What follows belongs to an exercise in optimizing a design on an open flow for small area and few clock cycles; a production flow would make more cautious choices.
Function was checked by simulation only, so behaviour that the tests miss may differ from the original.
Power and IR drop assume default switching activity.

===== flow/design.v =====
package ubsp_pkg;
  localparam logic [2:0] KIND_NAME  = 3'd0;
  localparam logic [2:0] KIND_BASE  = 3'd1;
  localparam logic [2:0] KIND_QUAL  = 3'd2;
  localparam logic [2:0] KIND_DONE  = 3'd3;
  localparam logic [2:0] KIND_END   = 3'd4;
  localparam logic [2:0] KIND_ERROR = 3'd5;
  localparam logic [2:0] T_NAME  = 3'd0;   
  localparam logic [2:0] T_BASE2 = 3'd1;   
  localparam logic [2:0] T_QUAL  = 3'd2;   
  localparam logic [2:0] T_DONE  = 3'd3;   
  localparam logic [2:0] T_END   = 3'd4;
  localparam logic [2:0] T_ERROR = 3'd5;
  localparam logic [2:0] T_BASE1 = 3'd6;   
  localparam logic [2:0] T_QDONE = 3'd7;   
endpackage
module ubsp_core (
  input  logic        clk,
  input  logic        rst_n,
  input  logic        take,
  input  logic [7:0]  b,
  input  logic        eos,
  output logic        push,
  output logic [2:0]  ptype,
  output logic [7:0]  pdata,
  output logic        hold_seq,    
  output logic [30:0] seq_len,
  output logic [3:0]  err_code
);
  localparam logic [3:0] PH_MAGIC = 4'd0, PH_HLEN = 4'd1, PH_TEXT = 4'd2, PH_NREF = 4'd3,
                         PH_RLNAME = 4'd4, PH_RNAME = 4'd5, PH_RLREF = 4'd6, PH_CORE = 4'd7,
                         PH_NAME = 4'd8, PH_BASE = 4'd9, PH_QUAL = 4'd10, PH_AUX = 4'd11,
                         PH_SKIP = 4'd12, PH_DONE = 4'd13, PH_ERROR = 4'd14;
  logic [3:0]  ph_r, ph_nxt;
  logic [5:0]  idx_r, idx_nxt;      
  logic [30:0] r_r, r_nxt;          
  logic [30:0] c_r, c_nxt;          
  logic        f_r;                 
  logic [2:0]  k_r;                 
  logic [30:0] n_r, n_nxt;          
  logic        g_r, g_nxt;          
  logic        wlast;               
  logic        wzero;               
  logic [30:0] r_dec;
  logic        r_fin;               
  logic [29:0] c_hdec;
  logic [30:0] c_dec;
  logic        c_one;
  logic        c_zero;
  logic [3:0]  ka, kl, kn, kh;      
  logic [35:0] nx;
  logic [31:0] rx;
  logic [7:0]  ks;
  logic [7:0]  mbyte;
  logic [3:0]  code;
  logic        core_end, bad;
  assign seq_len  = n_r;
  assign err_code = idx_r[3:0];
  assign hold_seq = (ph_r == PH_CORE) && (idx_r == 6'd20);
  always_comb begin
    ph_nxt = ph_r; idx_nxt = idx_r; r_nxt = r_r; c_nxt = c_r; n_nxt = n_r;
    g_nxt = g_r;
    f_r = c_r[11];
    k_r = c_r[10:8];
    push = 1'b0; ptype = ubsp_pkg::T_ERROR; pdata = b;
    code = 4'd0;
    wlast  = (idx_r[1:0] == 2'd3);
    wzero  = ({b, r_r[23:0]} == 32'd0);
    r_dec  = r_r - 31'd1;
    r_fin  = (r_r[30:4] == 27'd0) && (r_r[3:0] == {ph_r[3] || ph_r == PH_CORE, 3'b001});
    c_hdec = c_r[30:1] - 30'd1;
    c_dec  = c_r[0] ? {c_r[30:1], 1'b0} : {c_hdec, 1'b1};
    c_one  = (c_r == 31'd1);
    c_zero = (c_r == 31'd0);
    mbyte = {7'd0, idx_r[1] & idx_r[0]}
          | (idx_r[1:0] == 2'd0 ? 8'h42 : 8'h00)
          | (idx_r[1:0] == 2'd1 ? 8'h41 : 8'h00)
          | (idx_r[1:0] == 2'd2 ? 8'h4d : 8'h00);
    rx = {1'b0, r_r};
    nx = {5'd0, n_r};
    ka = rx[4*idx_r[2:0] +: 4];
    kn = nx[4*idx_r[2:0] +: 4];
    kh = nx[4*idx_r[2:0] + 1 +: 4];
    kl = (idx_r[2:0] == 3'd0) ? c_r[3:0] : (idx_r[2:0] == 3'd1) ? c_r[7:4] : 4'd0;
    ks = 8'd60 + {4'd0, ka} + {5'd0, (idx_r[2:0] == 3'd0) ? 3'd4 : k_r} - {4'd0, kl} - {4'd0, kn}
         - {4'd0, kh} - ((idx_r[2:0] == 3'd0) ? {4'd0, 3'd6, n_r[0]} : 8'd0);
    core_end = (ph_r == PH_CORE) && (idx_r == 6'd35);
    bad      = f_r || !k_r[2];
    if (ph_r == PH_ERROR) begin
      push = 1'b1; ptype = ubsp_pkg::T_ERROR;
    end else if (ph_r == PH_DONE) begin
      push = 1'b1; ptype = ubsp_pkg::T_END;
    end else if (eos) begin
      push = 1'b1;
      code = (ph_r == PH_MAGIC)                      ? 4'd1  :
             (ph_r == PH_HLEN)                       ? 4'd3  :
             (ph_r == PH_TEXT)                       ? 4'd5  :
             (ph_r == PH_NREF)                       ? 4'd6  :
             (ph_r == PH_RLNAME)                     ? 4'd8  :
             (ph_r == PH_RNAME || ph_r == PH_RLREF)  ? 4'd10 :
             (ph_r == PH_CORE)                       ? 4'd11 : 4'd13;
      if (ph_r == PH_CORE && idx_r == 6'd0) begin
        ph_nxt = PH_DONE; ptype = ubsp_pkg::T_END;
      end else begin
        ph_nxt = PH_ERROR; idx_nxt = {2'd0, code};
      end
    end else begin
      unique case (ph_r)
        PH_MAGIC: begin
          idx_nxt = {4'd0, idx_r[1:0] + 2'd1};
          c_nxt[11] = ((idx_r[1:0] != 2'd0) && f_r) || (b != mbyte);
          if (wlast) begin
            if (c_nxt[11]) begin
              push = 1'b1; ph_nxt = PH_ERROR; idx_nxt = 6'd2;
            end else begin
              ph_nxt = PH_HLEN;
            end
          end
        end
        PH_HLEN, PH_NREF, PH_RLNAME: begin
          idx_nxt = {4'd0, idx_r[1:0] + 2'd1};
          r_nxt[8*idx_r[1:0] +: 8] = b;
          if (ph_r == PH_NREF) begin
            if (idx_r[1:0] == 2'd3) c_nxt[30:24] = b[6:0];
            else c_nxt[8*idx_r[1:0] +: 8] = b;
          end
          if (wlast) begin
            unique case (ph_r)
              PH_HLEN: begin
                if (b[7]) begin
                  push = 1'b1; ph_nxt = PH_ERROR; idx_nxt = 6'd4;
                end else begin
                  ph_nxt = wzero ? PH_NREF : PH_TEXT;
                end
              end
              PH_NREF: begin
                if (b[7]) begin
                  push = 1'b1; ph_nxt = PH_ERROR; idx_nxt = 6'd7;
                end else begin
                  ph_nxt = wzero ? PH_CORE : PH_RLNAME;
                end
              end
              default: begin
                if (b[7] || wzero) begin
                  push = 1'b1; ph_nxt = PH_ERROR; idx_nxt = 6'd9;
                end else begin
                  ph_nxt = PH_RNAME;
                end
              end
            endcase
          end
        end
        PH_TEXT, PH_RNAME: begin
          r_nxt = r_dec;
          if (r_fin) ph_nxt = (ph_r == PH_TEXT) ? PH_NREF : PH_RLREF;
        end
        PH_RLREF: begin
          idx_nxt = {4'd0, idx_r[1:0] + 2'd1};
          if (wlast) begin
            c_nxt = c_dec;
            ph_nxt = c_one ? PH_CORE : PH_RLNAME;
          end
        end
        PH_CORE: begin
          idx_nxt = idx_r + 6'd1;
          if (idx_r < 6'd4) begin
            r_nxt[8*idx_r[1:0] +: 8] = b;
            if (idx_r == 6'd3) g_nxt = b[7] || ({b, r_r[23:5]} == 27'd0);
          end else if (idx_r < 6'd24 || idx_r >= 6'd32) begin
            r_nxt = r_dec;
          end
          if (idx_r == 6'd4) c_nxt[11] = (b != 8'hff);
          if (idx_r > 6'd4 && idx_r < 6'd12) c_nxt[11] = f_r || (b != 8'hff);
          if (idx_r == 6'd16 || idx_r == 6'd17) c_nxt[11] = f_r || (b != 8'h00);
          if (idx_r == 6'd18) c_nxt[11] = f_r || !b[2];
          if (idx_r == 6'd12) c_nxt[7:0] = b;
          if (!idx_r[5]) c_nxt[10:8] = ks[6:4];
          if (idx_r >= 6'd20 && idx_r < 6'd23) n_nxt[8*idx_r[1:0] +: 8] = b;
          if (idx_r == 6'd23) begin
            n_nxt[30:24] = b[6:0];
            g_nxt = g_r || b[7];
          end
          if (idx_r == 6'd35) begin
            idx_nxt = 6'd0;
            g_nxt = 1'b1;
            if (g_r) begin
              push = 1'b1; ph_nxt = PH_ERROR; idx_nxt = 6'd12;
            end else if (bad) begin
              idx_nxt = f_r ? 6'd14 : 6'd15;
              if (r_fin) begin
                push = 1'b1; ph_nxt = PH_ERROR;
              end else begin
                ph_nxt = PH_SKIP;
              end
            end else if (r_fin) begin
              push = 1'b1; ptype = ubsp_pkg::T_DONE; pdata = 8'd1;
            end else if (c_r[7:0] != 8'd0) begin
              ph_nxt = PH_NAME;
            end else begin
              ph_nxt = PH_BASE; c_nxt = n_r;
            end
          end
        end
        default: begin
          r_nxt = r_dec;
          unique case (ph_r)
            PH_NAME: begin
              c_nxt = c_dec;
              if (c_r[7:0] != 8'd1) begin
                push = 1'b1; ptype = ubsp_pkg::T_NAME;
              end else begin
                ph_nxt = PH_BASE; c_nxt = n_r;
              end
            end
            PH_BASE: begin
              if (!c_zero) begin
                push = 1'b1;
                ptype = c_one ? ubsp_pkg::T_BASE1 : ubsp_pkg::T_BASE2;
                c_nxt = {c_hdec, c_r[0]};
                if (c_r[30:2] == 29'd0 && !(c_r[1] && c_r[0])) begin
                  ph_nxt = PH_QUAL; c_nxt = n_r;
                end
              end
            end
            PH_QUAL: begin
              if (g_r) begin
                if (b == 8'hff) g_nxt = 1'b0;
                else begin push = 1'b1; ptype = ubsp_pkg::T_QUAL; end
              end
              c_nxt = c_dec;
              if (c_one) ph_nxt = PH_AUX;
            end
            default: ;
          endcase
          if (r_fin) begin
            ph_nxt = PH_CORE;
            if (ph_r == PH_SKIP) begin
              push = 1'b1; ptype = ubsp_pkg::T_ERROR; ph_nxt = PH_ERROR;
            end else if (push) begin
              ptype = ubsp_pkg::T_QDONE;
            end else begin
              push = 1'b1; ptype = ubsp_pkg::T_DONE; pdata = {7'd0, g_nxt};
            end
          end
        end
      endcase
    end
  end
  always_ff @(posedge clk) begin
    if (!rst_n) begin
      ph_r  <= PH_MAGIC;
      idx_r <= '0;
    end else if (take) begin
      ph_r  <= ph_nxt;
      idx_r <= idx_nxt;
    end
  end
  always_ff @(posedge clk) begin
    if (take) begin
      r_r <= r_nxt; c_r <= c_nxt; n_r <= n_nxt; g_r <= g_nxt;
    end
  end
endmodule
module unaligned_bam_stream_parser (
  input  logic        clk,
  input  logic        rst_n,
  input  logic        in_valid,
  output logic        in_stall,
  input  logic [7:0]  in_byte,
  input  logic        in_eos,
  output logic        out_valid,
  input  logic        out_stall,
  output logic [2:0]  out_kind,
  output logic [7:0]  out_char,
  output logic [30:0] out_seq_length,
  output logic        out_qual_ok,
  output logic [3:0]  out_error_code,
  output logic        out_last
);
  logic        take, push, hold_seq;
  logic [2:0]  ptype;
  logic [7:0]  pdata;
  logic [30:0] seq_len;
  logic [3:0]  err_code;
  logic        v_r;         
  logic [2:0]  ht;          
  logic [7:0]  hd;          
  logic        hf_r;        
  logic        pop, two, deq;
  logic [3:0]  nib;
  logic [7:0]  nt;
  ubsp_core u_core (
    .clk      (clk),
    .rst_n    (rst_n),
    .take     (take),
    .b        (in_byte),
    .eos      (in_eos),
    .push     (push),
    .ptype    (ptype),
    .pdata    (pdata),
    .hold_seq (hold_seq),
    .seq_len  (seq_len),
    .err_code (err_code)
  );
  assign out_valid = v_r;
  assign pop       = v_r && !out_stall;
  assign two       = (ht == ubsp_pkg::T_BASE2) || (ht == ubsp_pkg::T_QDONE);
  assign deq       = pop && (hf_r || !two);
  assign in_stall  = v_r && ((!deq && push) || hold_seq);
  assign take      = in_valid && !in_stall;
  logic is_base, is_qual, is_done;
  always_comb begin
    nib = hf_r ? hd[3:0] : hd[7:4];
    nt = (nib == 4'd1) ? "A" : (nib == 4'd2) ? "C" : (nib == 4'd4) ? "G" : (nib == 4'd8) ? "T" : "N";
    is_base = (ht == ubsp_pkg::T_BASE2) || (ht == ubsp_pkg::T_BASE1);
    is_qual = (ht == ubsp_pkg::T_QUAL) || (ht == ubsp_pkg::T_QDONE && !hf_r);
    is_done = (ht == ubsp_pkg::T_DONE) || (ht == ubsp_pkg::T_QDONE && hf_r);
    out_kind       = is_base ? ubsp_pkg::KIND_BASE : is_qual ? ubsp_pkg::KIND_QUAL :
                     is_done ? ubsp_pkg::KIND_DONE : ht;
    out_char       = (ht == ubsp_pkg::T_NAME) ? hd : is_base ? nt : is_qual ? hd + 8'd33 : 8'd0;
    out_seq_length = is_done ? seq_len : 31'd0;
    out_qual_ok    = is_done && (hd[0] || ht == ubsp_pkg::T_QDONE);
    out_error_code = (ht == ubsp_pkg::T_ERROR) ? err_code : 4'd0;
    out_last       = hf_r || !two;
  end
  always_ff @(posedge clk) begin
    if (!rst_n) begin
      v_r  <= 1'b0;
      hf_r <= 1'b0;
    end else begin
      if (take && push) v_r <= 1'b1;
      else if (deq) v_r <= 1'b0;
      if (pop) hf_r <= two && !hf_r;
    end
  end
  always_ff @(posedge clk) begin
    if (take && push) {ht, hd} <= {ptype, pdata};
  end
endmodule
module ubsp_top (
  input  logic        clk,
  input  logic        rst_n,
  input  logic        in_valid,
  output logic        in_stall,
  input  logic [7:0]  in_byte,
  input  logic        in_eos,
  output logic        out_valid,
  input  logic        out_stall,
  output logic [2:0]  out_kind,
  output logic [7:0]  out_char,
  output logic [30:0] out_seq_length,
  output logic        out_qual_ok,
  output logic [3:0]  out_error_code,
  output logic        out_last
);
  unaligned_bam_stream_parser u_parser (
    .clk            (clk),
    .rst_n          (rst_n),
    .in_valid       (in_valid),
    .in_stall       (in_stall),
    .in_byte        (in_byte),
    .in_eos         (in_eos),
    .out_valid      (out_valid),
    .out_stall      (out_stall),
    .out_kind       (out_kind),
    .out_char       (out_char),
    .out_seq_length (out_seq_length),
    .out_qual_ok    (out_qual_ok),
    .out_error_code (out_error_code),
    .out_last       (out_last)
  );
endmodule

===== flow/flow/run.sh =====
#!/bin/bash
# The standard layout (standard.sh), with three changes:
#  - synthesis maps the combinational logic with an area-oriented ABC script
#    (flow/abc.script in place of ORFS's abc_speed.script); the synthesis
#    script, registers and everything after synthesis are ORFS's own;
#  - the port buffers that placement puts on every input and output are
#    sky130_fd_sc_hd__buf_1;
#  - clock tree synthesis uses clkbuf_8 and no dummy loads.
# Each tool's output is in the logs under orfs/logs; make's own output is in
# standard_flow.log.
set -euo pipefail
here=$(pwd)
rm -rf "$here/scripts_abc"
cp -r "$FLOW_HOME/scripts" "$here/scripts_abc"
cp "$here/flow/abc.script" "$here/scripts_abc/abc_speed.script"
bash "$here/standard.sh" SCRIPTS_DIR="$here/scripts_abc" \
  "BUFFER_PORTS_ARGS=-buffer_cell sky130_fd_sc_hd__buf_1" \
  "CTS_ARGS=-sink_clustering_enable -repair_clock_nets -buf_list sky130_fd_sc_hd__clkbuf_8 -dont_use_dummy_load" \
  finish > "$here/standard_flow.log" 2>&1

===== flow/flow/abc.script =====
strash
ifraig
scorr
dc2
strash
&get -n
&deepsyn -T 300
&put
strash
&get -n
&dch -f
&nf -R 1000
&put

===== flow/standard.sh =====
#!/bin/bash
# synth_recipe.tcl (not shown) runs the flow's synth.tcl, then flattens the netlist and writes it again
# the make line also repeats each setting of config.mk as NAME=value (left out here)
make -C /OpenROAD-flow-scripts/flow DESIGN_CONFIG=/design/flow/config.mk WORK_HOME=/design/flow/orfs CLKGATE_MAP_FILE= SYNTH_SCRIPT=/design/flow/synth_recipe.tcl "${@:-finish}"

===== flow/config.mk =====
export PLATFORM = sky130hd
export DESIGN_NAME = ubsp_top
export DESIGN_NICKNAME = ubsp_top
export VERILOG_FILES = /design/flow/design.v
export SDC_FILE = /design/flow/constraint.sdc
export NUM_CORES = 4
export LEC_CHECK = 0
export CAP_MARGIN = 20
export CORE_MARGIN = 2
export CORE_UTILIZATION = 60
export PLACE_DENSITY = 0.7
export SLEW_MARGIN = 20

===== flow/constraint.sdc =====
create_clock -name core_clock -period 8.0 [get_ports {clk}]
set_input_delay 1.6000 -clock core_clock [delete_from_list [all_inputs] [get_ports {clk}]]
set_output_delay 1.6000 -clock core_clock [all_outputs]
set_load 0.01 [all_outputs]

==> flow_summary.ini, run 1 <==
[sta]
rsz0062_at_grt = false
setup_viol = 0
hold_viol_final = 0
final.period_utilization_pct = 74.38
tightest_slew_ps = 942.0
max_freq_ghz = 0.1681
drv_slew = 0
whs_ps = 610.4
maxSlewHeadroom_pct = 36.96
fin_skew_ps = 24.10
tns_ps = 0
min_period_ps = 5950

[clock_tree]
post_cts_resized = 0
cts_tree = done
clkLatencyLatePin_ps = 470
postCtsSetupRepairBufs = 0
clockBufferDepth = 2
cts_buffers = 17
clock-sinks = 117
htreeDepth = 4
holdBufCountCts = 0
cts_root_buf = clkbuf_8
clk_pin_slew_ps = 70

[power]
leakage_uw = 0.003056
clockPowerShare_pct = 19.4
switchingPower_uw = 832.5
p_seq_share_pct = 38.9
p_comb_share_pct = 41.7
power.density_nw_per_um2 = 220.9
power.internal_uw = 1247
vdd_drop_max_uv = 129.8
sw_frac_of_total_pct = 40.03

[global_route]
grt_overflow = 0
grt_max_degree = 35
grt_usage_pct = 39.23
grt_pass1_wl_um = 44060
grt_pass1_vias = 7761
antenna_found_initial = 0

[run]
cap_violations = 0

[logic_synthesis]
synth_nets = 1033
synth_mux_area_share_pct = 0.8611
synthXorXnorAreaFrac_pct = 3.984
synth.avg_cell_area_um2 = 8.677
ys_seq_area_share_pct = 39.58
yosysUniqueCellTypes = 54
synthAdderAreaFrac_pct = 5.721
yosysMostFrequentCell = nand2_1
synth_cells = 988
syn_area_um2 = 8573
synth_largest_area_cell = edfxtp_1
yosysWarnings = 2
synth_top_area_share_pct = 36.78
synthTopCellsByCount = 138 x nand2_1, 105 x edfxtp_1, 94 x nor2_1
async_flop_share_pct = 0
synth_top_family_by_area = simple AND/OR/NAND/NOR gates
synth-compound-area-share_pct = 22.50
synth_simple_gate_area_share_pct = 24.59
ys_seq_elements = 117
synth_ff_type = edfxtp_1
synth-edff-count = 105
synth_area_leaders = edfxtp_1 37%, nand2_1 6.0%, o21ai_0 4.7%

[worst_setup_path]
startpoint_type = flip-flop
crit_arrival_ps = 4350
critPathCaptureType = primary output
worstPathRequired_ps = 6400
worst-setup-path-type = reg2out
crit_fanout = 20

[finish]
multi_input_area_um2 = 4971
final_area_um2 = 9415
layout-drive-gt1-share_pct = 3.786
nNetsFinal = 1130
fillers = 1197
regArea_um2 = 3393
syn_to_final_growth_pct = 9.822

[placed_design]
dp_hpwl_um = 20940
port_buffers = 62
place_area_um2 = 9165
routabilityCongestion = 1.003

[floorplanning]
core_area_um2 = 13930
die_w_um = 123.5
start_util_pct = 61.52
rows = 43
die-area_um2 = 15260
fp.dieH_um = 123.5
num_io_pins = 63

[route]
drc_errors = 0
antenna_left = 0
wirelength_um = 29100
avgViaCountPerCell = 6.877
num_vias = 8692
first_iter_violations = 1304
drt_first_pass_iters = 7
avgRoutedWirePerCell_um = 23.02

[outcome]
status = complete, no violations

[hold_path]
hold_path.class = reg2reg
## metal layers
layer	share of wire [%]	GRT usage, %	up-vias
met2	44	57.66	611
li1	-	-	3901
met1	40	54.05	4076
met4	3.9	15.34	0
met3	13	12.22	104
met5	0	0	-
## sequential cells by signal, indices dropped and copies added (netlist names)
register               count
u_parser.ht                3
u_parser.u_core.c_r       31
u_parser.u_core.ph_r       4
u_parser.hd                8
u_parser.hf_r              1
u_parser.u_core.n_r       31
u_parser.u_core.g_r        1
u_parser.u_core.idx_r      6
u_parser.u_core.r_r       31
u_parser.v_r               1
## cell families (layout without fill, tap and decap cells)
group	after synthesis	in the layout
AND/OR/NAND/NOR	440	440
AO/OA/AOI/OAI	291	291
XOR/XNOR	39	39
multiplexers	6	6
flip-flops	117	117
other	0	1
adder cells (fa/ha/maj)	32	32
buffers and inverters	63	158
## path summary, 6_finish.rpt
path                            startpoint                      end  slack (ps)  depth (start not counted)
setup / recovery  u_parser.u_core.idx_r[0]                 in_stall        2050                         13
hold / removal     u_parser.u_core.c_r[18]  u_parser.u_core.c_r[18]         610                          2
setup reg to reg  u_parser.u_core.idx_r[0]   u_parser.u_core.c_r[9]        2210                         17
hold reg to reg    u_parser.u_core.c_r[18]  u_parser.u_core.c_r[18]         610                          2
## power by group through the flow
stage	sequential, uW	combinational (uW)	clock, uW
3_5_place_dp	816	841	0
3_3_place_gp	816	825	0
6_report	809	867	404
4_1_cts	804	849	401
2_1_floorplan	793	616	0
5_1_grt	813	978	426
## layout by cell type, fill, tap and decap left out, types with 11 or more instances in the layout
master    instances
nor4_1           18
xor2_1           19
clkinv_1         63
o22ai_1          16
or3_1            13
nand3_1          30
nor2b_1          20
fa_1             12
a22o_1           14
nor3_1           32
dfxtp_1          12
a22oi_1          37
edfxtp_1        105
a21oi_1          47
xnor2_1          20
buf_4            16
buf_1            62
and2_0           46
nor2_1           92
nand2_1         138
a221oi_1         11
ha_1             20
o21ai_0          80
and3_1           12
clkbuf_8         17
## critical path: stages, from the launching register on
cell and delay, ps:
dfxtp_1 810, clkinv_1 510, ha_1 560, xnor2_1 210, a221oi_1 240, nand4_1 180, o21a_1 270, a211oi_1 230
o21ai_0 160, nor2_1 200, nor2_1 70, a21oi_1 210, clkinv_1 90, buf_1 130
## final cells by class
cell class | instances | share of cell area (%)
repair buffers | 78 | 3.748
well taps | 180 | 2.392
multi-input cells | 808 | 52.80
clock buffers | 17 | 2.485
flip-flops and latches | 117 | 36.04
diodes | 1 | 0.02658
inverters | 63 | 2.512
## per-stage QoR
| step | cells | worst slack, ps | util (%) | power [uW] |
|---|---|---|---|---|
| after floorplan | 988 | 1955 | - | 1409 |
| after global placement | 1246 | 2323 | 65.77 | 1641 |
| after detailed placement | 1246 | 2180 | 65.77 | 1658 |
| after CTS | 1263 | 2123 | 67.45 | 2054 |
| after global routing | 1263 | 1710 | 67.55 | 2217 |
| final | 1264 | 2050 | 67.57 | 2080 |
Testbench counts, summed over its fixed seeds: cycles 365,892.
==> run 2: changes to the inputs <==
==> flow/flow/abc.script (replaced) <==
strash
ifraig
scorr
dc2
strash
&get -n
&deepsyn -T 60
&put
strash
&get -n
&dch -f
&nf -R 1000
&put
--- a/flow/config.mk
+++ b/flow/config.mk
@@ -7,6 +7,6 @@
 export LEC_CHECK = 0
 export CAP_MARGIN = 20
 export CORE_MARGIN = 2
-export CORE_UTILIZATION = 60
-export PLACE_DENSITY = 0.7
+export CORE_UTILIZATION = 50
+export PLACE_DENSITY = 0.65
 export SLEW_MARGIN = 20
==> flow_summary.ini, run 2 <==
[outcome]
status = complete, no violations

[global_route]
antenna_found_initial = 0
grt_max_degree = 32
grt_pass1_wl_um = 47930
grt_pass1_vias = 8144
grt_overflow = 0
grt_usage_pct = 34.85

[clock_tree]
cts_root_buf = clkbuf_8
htreeDepth = 4
post_cts_resized = 0
cts_buffers = 17
clockBufferDepth = 2
clock-sinks = 117
holdBufCountCts = 0
postCtsSetupRepairBufs = 0
clk_pin_slew_ps = 60
clkLatencyLatePin_ps = 470
cts_tree = done

[worst_setup_path]
worstPathRequired_ps = 6400
crit_start = u_parser.u_core.c_r[8]
reg2reg_from = u_parser.u_core.idx_r[0]
crit_fanout = 6
startpoint_type = flip-flop
worst-setup-path-type = reg2out
critPathCaptureType = primary output
r2r_cells = 17
crit_arrival_ps = 4000

[logic_synthesis]
synth_nets = 1039
synth_cells = 994
synth_largest_area_cell = edfxtp_1
yosysMostFrequentCell = nand2_1
yosysUniqueCellTypes = 57
synth_top_area_share_pct = 36.70
synth.avg_cell_area_um2 = 8.643
synth_area_leaders = edfxtp_1 37%, nand2_1 6.8%, o21ai_0 5.4%
ys_seq_area_share_pct = 39.50
synth_ff_type = edfxtp_1
syn_area_um2 = 8591
ys_seq_elements = 117
yosysWarnings = 2
synthTopCellsByCount = 156 x nand2_1, 105 x edfxtp_1, 93 x o21ai_0
async_flop_share_pct = 0
synth-edff-count = 105

[route]
avgViaCountPerCell = 6.727
wirelength_um = 31210
avgRoutedWirePerCell_um = 23.75
num_vias = 8839
first_iter_violations = 1066
drt_first_pass_iters = 6
drc_errors = 0
antenna_left = 0

[run]
cap_violations = 0

[sta]
tns_ps = 0
final.period_utilization_pct = 69.94
fin_skew_ps = 38.42
hold_viol_final = 0
max_freq_ghz = 0.1787
maxSlewHeadroom_pct = 24.05
min_period_ps = 5595
drv_slew = 0
setup_viol = 0
rsz0062_at_grt = false
tightest_slew_ps = 1127

[floorplanning]
start_util_pct = 51.44
fp.dieH_um = 135.1
core_area_um2 = 16700
rows = 47
die-area_um2 = 18250
die_w_um = 135.1
num_io_pins = 63

[finish]
syn_to_final_growth_pct = 10.75
layout-drive-gt1-share_pct = 4.022
largest_registers = u_parser.u_core.c_r: 31 flops, u_parser.u_core.n_r: 31 flops, u_parser.u_core.r_r: 31 flops
layout_common_cells = 156 x nand2_1, 105 x edfxtp_1, 93 x o21ai_0
final_area_um2 = 9514
antenna_cells = 0
mostFrequentLayoutCell = nand2_1
nNetsFinal = 1141

[hold_path]
hold_path.class = reg2reg
min_from = u_parser.u_core.idx_r[4]
holdPathStages = 2

[placed_design]
port_buffers = 62
routabilityCongestion = 0.9950
dp_hpwl_um = 22890
place_area_um2 = 9275

[power]
vdd_drop_max_uv = 138.2
power.density_nw_per_um2 = 219.7
leakage_uw = 0.003112
## run 2: where the power goes
| group | internal (uW) | switching, uW |
|---|---|---|
| logic | 317 | 548 |
| registers | 738 | 70.0 |
| clock network | 186 | 230 |
## run 2: worst paths after layout
check,endpoint,slack (ps)
hold reg to reg,u_parser.u_core.idx_r[4],550
setup reg to reg,u_parser.u_core.c_r[8],2480
setup / recovery,in_stall,2400
hold / removal,u_parser.u_core.idx_r[4],550
## run 2: worst max-delay path, stage by stage, from the launching register on
cell      delay, ps
edfxtp_1        480
or3_1           430
or4_1           420
or2_0           260
nor2_1          200
nand3b_1        180
nor2_1          130
nand2_1         140
nor4_1          210
buf_4           190
nand4_1         120
nand4_1         190
nand2_1          90
a32oi_1         260
clkinv_1        110
buf_1           130
## run 2: routing by layer
metal  global-route usage, %  part of all wire (%)
met1                   48.72                    41
met2                   54.51                    45
met3                   7.545                    12
met4                   10.59                   2.5
met5                       0                     0
## run 2: layout make-up
type	count	area (um^2)
Fill cell	1611	7187
Timing Repair Buffer	83	390.4
Inverter	55	206.4
Multi-Input combinational cell	822	5015
Clock buffer	17	234.0
Sequential cell	117	3393
Tap cell	220	275.3
## run 2: cell families after synthesis
group,after synthesis,synth area share (%)
and+or+nand+nor,453,25.28
muxes,3,0.5097
xor gates and xnor gates,35,3.568
DFF,117,39.50
adders and majority gates,32,5.709
AOI/OAI and AO/OA,299,23.03
buffers and inverters,55,2.403
## run 2: metrics by stage
step / utilization (%) / instances / hold WS [ps] / setup WS (ps) / total power [uW]
global placement: 55.54 / 1297 / 527.4 / 2470 / 1651
floorplan: - / 994 / 487.1 / 2004 / 1392
detailed placement: 55.54 / 1297 / 538.8 / 2343 / 1667
finish: 56.97 / 1314 / 552.6 / 2405 / 2090
global route: 56.97 / 1314 / 579.0 / 2009 / 2214
CTS: 56.94 / 1314 / 546.4 / 2421 / 2066
==> run 3: changes to the inputs <==
==> flow/flow/abc.script (replaced) <==
strash
ifraig
scorr
dc2
strash
&get -n
&deepsyn -T 150
&put
strash
&get -n
&dch -f
&nf -R 1000
&put
==> flow_summary.ini, run 3 <==
[sta]
rsz0062_at_grt = false
whs_ps = 583.4
tightest_slew_ps = 1077
maxSlewHeadroom_pct = 27.63
setup_ws_ps = 1162
hold_viol_final = 0
fin_skew_ps = 26.95
final.period_utilization_pct = 85.48
min_period_ps = 6838
tns_ps = 0
setup_viol = 0
drv_slew = 0
max_freq_ghz = 0.1462

[finish]
largest_registers = u_parser.u_core.c_r: 31 flops, u_parser.u_core.n_r: 31 flops, u_parser.u_core.r_r: 31 flops
nNetsFinal = 1118
layout-drive-gt1-share_pct = 4.295
layout_common_cells = 121 x nand2_1, 105 x edfxtp_1, 89 x nor2_1
fillers = 1596
mostFrequentLayoutCell = nand2_1
antenna_cells = 0
syn_to_final_growth_pct = 11.06
layout.cells.non_filler = 1291

[logic_synthesis]
async_flop_share_pct = 0
synth_largest_area_cell = edfxtp_1
synth_nets = 1015
yosysMostFrequentCell = nand2_1
synth.avg_cell_area_um2 = 8.818
yosysUniqueCellTypes = 56
synth_ff_type = edfxtp_1
ys_seq_elements = 117
synth-edff-count = 105
synth_top_area_share_pct = 36.86
yosysWarnings = 2
synth_cells = 970
ys_seq_area_share_pct = 39.67
syn_area_um2 = 8553
synthTopCellsByCount = 121 x nand2_1, 105 x edfxtp_1, 89 x nor2_1
synth_area_leaders = edfxtp_1 37%, nand2_1 5.3%, o21ai_0 4.4%

[power]
leakage_uw = 0.003088
power.density_nw_per_um2 = 200.8
vdd_drop_max_uv = 104.0

[clock_tree]
cts_root_buf = clkbuf_8
htreeDepth = 4
cts_tree = done
clock-sinks = 117
post_cts_resized = 0
clockBufferDepth = 2
postCtsSetupRepairBufs = 0
clk_pin_slew_ps = 80
clkLatencyLatePin_ps = 460
cts_buffers = 17
holdBufCountCts = 0

[route]
first_iter_violations = 1171
drc_errors = 0
drt_first_pass_iters = 9
num_vias = 8637
avgViaCountPerCell = 6.690
wirelength_um = 30170
antenna_left = 0
avgRoutedWirePerCell_um = 23.37

[floorplanning]
rows = 47
start_util_pct = 51.39
die-area_um2 = 18170
die_w_um = 134.8
fp.dieH_um = 134.8
num_io_pins = 63
core_area_um2 = 16640

[worst_setup_path]
critPathSlowestCell = o311ai_0
startpoint_type = flip-flop
cp.buffers_inverters = 2
crit_arrival_ps = 5240
crit_fanout = 4
r2r_cells = 15
critPathCaptureType = primary output
path_cells = or3_1 > or3_1 > nor2_1 > or4b_1 > or2_0 > or4_1 > or4_1 > o311ai_0 > nor2_1 > or2_0 > a31oi_1 > clkinv_1 > buf_1
cp_num_cells = 13
slowest_delay_ps = 590
worstPathRequired_ps = 6400
worst-setup-path-type = reg2out
critPathTopFamily = simple AND/OR/NAND/NOR gates

[placed_design]
post-place-ws_ps = 1613
routabilityCongestion = 0.9679
port_buffers = 62
dp_hpwl_um = 21670
dpl.cell_count = 1274

[global_route]
grt_pass1_wl_um = 46260
antenna_found_initial = 0
grt_pass1_vias = 7801
grt_overflow = 0
grt_usage_pct = 33.56
grt_max_degree = 32

[hold_path]
hold_path.class = reg2reg
holdPathStages = 2

[outcome]
status = complete, no violations

[run]
cap_violations = 0
-- run 3: layer usage --
layer	track usage, %	part of all wire [%]	up-vias
li1	-	-	3941
met1	49.41	43	4085
met2	50.65	44	541
met3	5.706	11	70
met4	10.35	2.7	0
met5	0	0	-
-- run 3: layout make-up --
cell class                 instances  area [um^2]  area share [%]
sequential                       117         3393           35.72
timing repair buffer              84        397.9           4.189
inverter                          55        206.4           2.173
clock buffer                      17        234.0           2.463
multi-input combinational        798         4992           52.56
tap                              220        275.3           2.898
-- run 3: cells by family after synthesis --
logic type,synth area share [%]
adder cells (fa/ha/maj),5.734
flip-flops,39.67
multiplexers,0.9801
AND/OR/NAND/NOR,24.31
buffers and inverters,2.414
XOR/XNOR,3.482
AO/OA/AOI/OAI,23.41
-- run 3: stage by stage --
stage / utilization [%] / area, um^2 / power, uW
floorplan: - / 8553 / 1273
global placement: 55.56 / 9246 / 1488
detailed placement: 55.56 / 9246 / 1493
CTS: 56.97 / 9480 / 1895
global route: 57.08 / 9499 / 2026
finish: 57.08 / 9499 / 1908
-- run 3: worst register-to-register path: cells and delay by family, from the launching register on --
family             cells  cell delay (ps)
and+or+nand+nor       12             4560
AOI/OAI and AO/OA      3             1160
DFF                    1              400
-- run 3: path summary, 6_finish.rpt --
check	slack (ps)	end	from
max	1160	in_stall	u_parser.u_core.c_r[18]
min	580	u_parser.v_r	u_parser.v_r
max reg2reg	1490	u_parser.u_core.c_r[13]	u_parser.u_core.c_r[18]
min reg2reg	580	u_parser.v_r	u_parser.v_r
-- run 3: power by group --
| part | switching [uW] | internal, uW | leakage [uW] | total [uW] |
|---|---|---|---|---|
| Combinational | 465 | 277 | 0.00192 | 742 |
| Clock | 222 | 187 | 0.000122 | 408 |
| Sequential | 41.7 | 716 | 0.00105 | 757 |

separate check: timing with driven ports:
The results above use ideal ports. As a check the final layouts listed here were re-extracted and re-timed, cells and wires unchanged. Step 1 (the two cells are an assumption about what drives the block):
set clk [get_ports {clk}]
set_driving_cell -lib_cell sky130_fd_sc_hd__clkbuf_16 $clk
set_driving_cell -lib_cell sky130_fd_sc_hd__buf_2 [delete_from_list [all_inputs] $clk]
Step 2 also shifts input and output timing later by t, the mid clock arrival at the registers, as if the neighbouring blocks saw the same clock. Slacks: ideal ports / drivers / drivers and shift; pairs: ideal ports / drivers.
run | shift t [ns] | setup slack, ns | hold slack, ns
run 1 | 0.498 | 2.050 / 2.009 / 2.186 | 0.610 / 0.610 / 0.610
run 2 | 0.491 | 2.405 / 2.363 / 2.296 | 0.553 / 0.553 / 0.553
run 3 | 0.483 | 1.162 / 1.122 / 1.489 | 0.583 / 0.583 / 0.583
After both steps setup and hold are still met in every run listed. For run 2, which loses most, drivers alone change the setup slack by -0.042 ns; drivers and shift together by -0.109 ns.
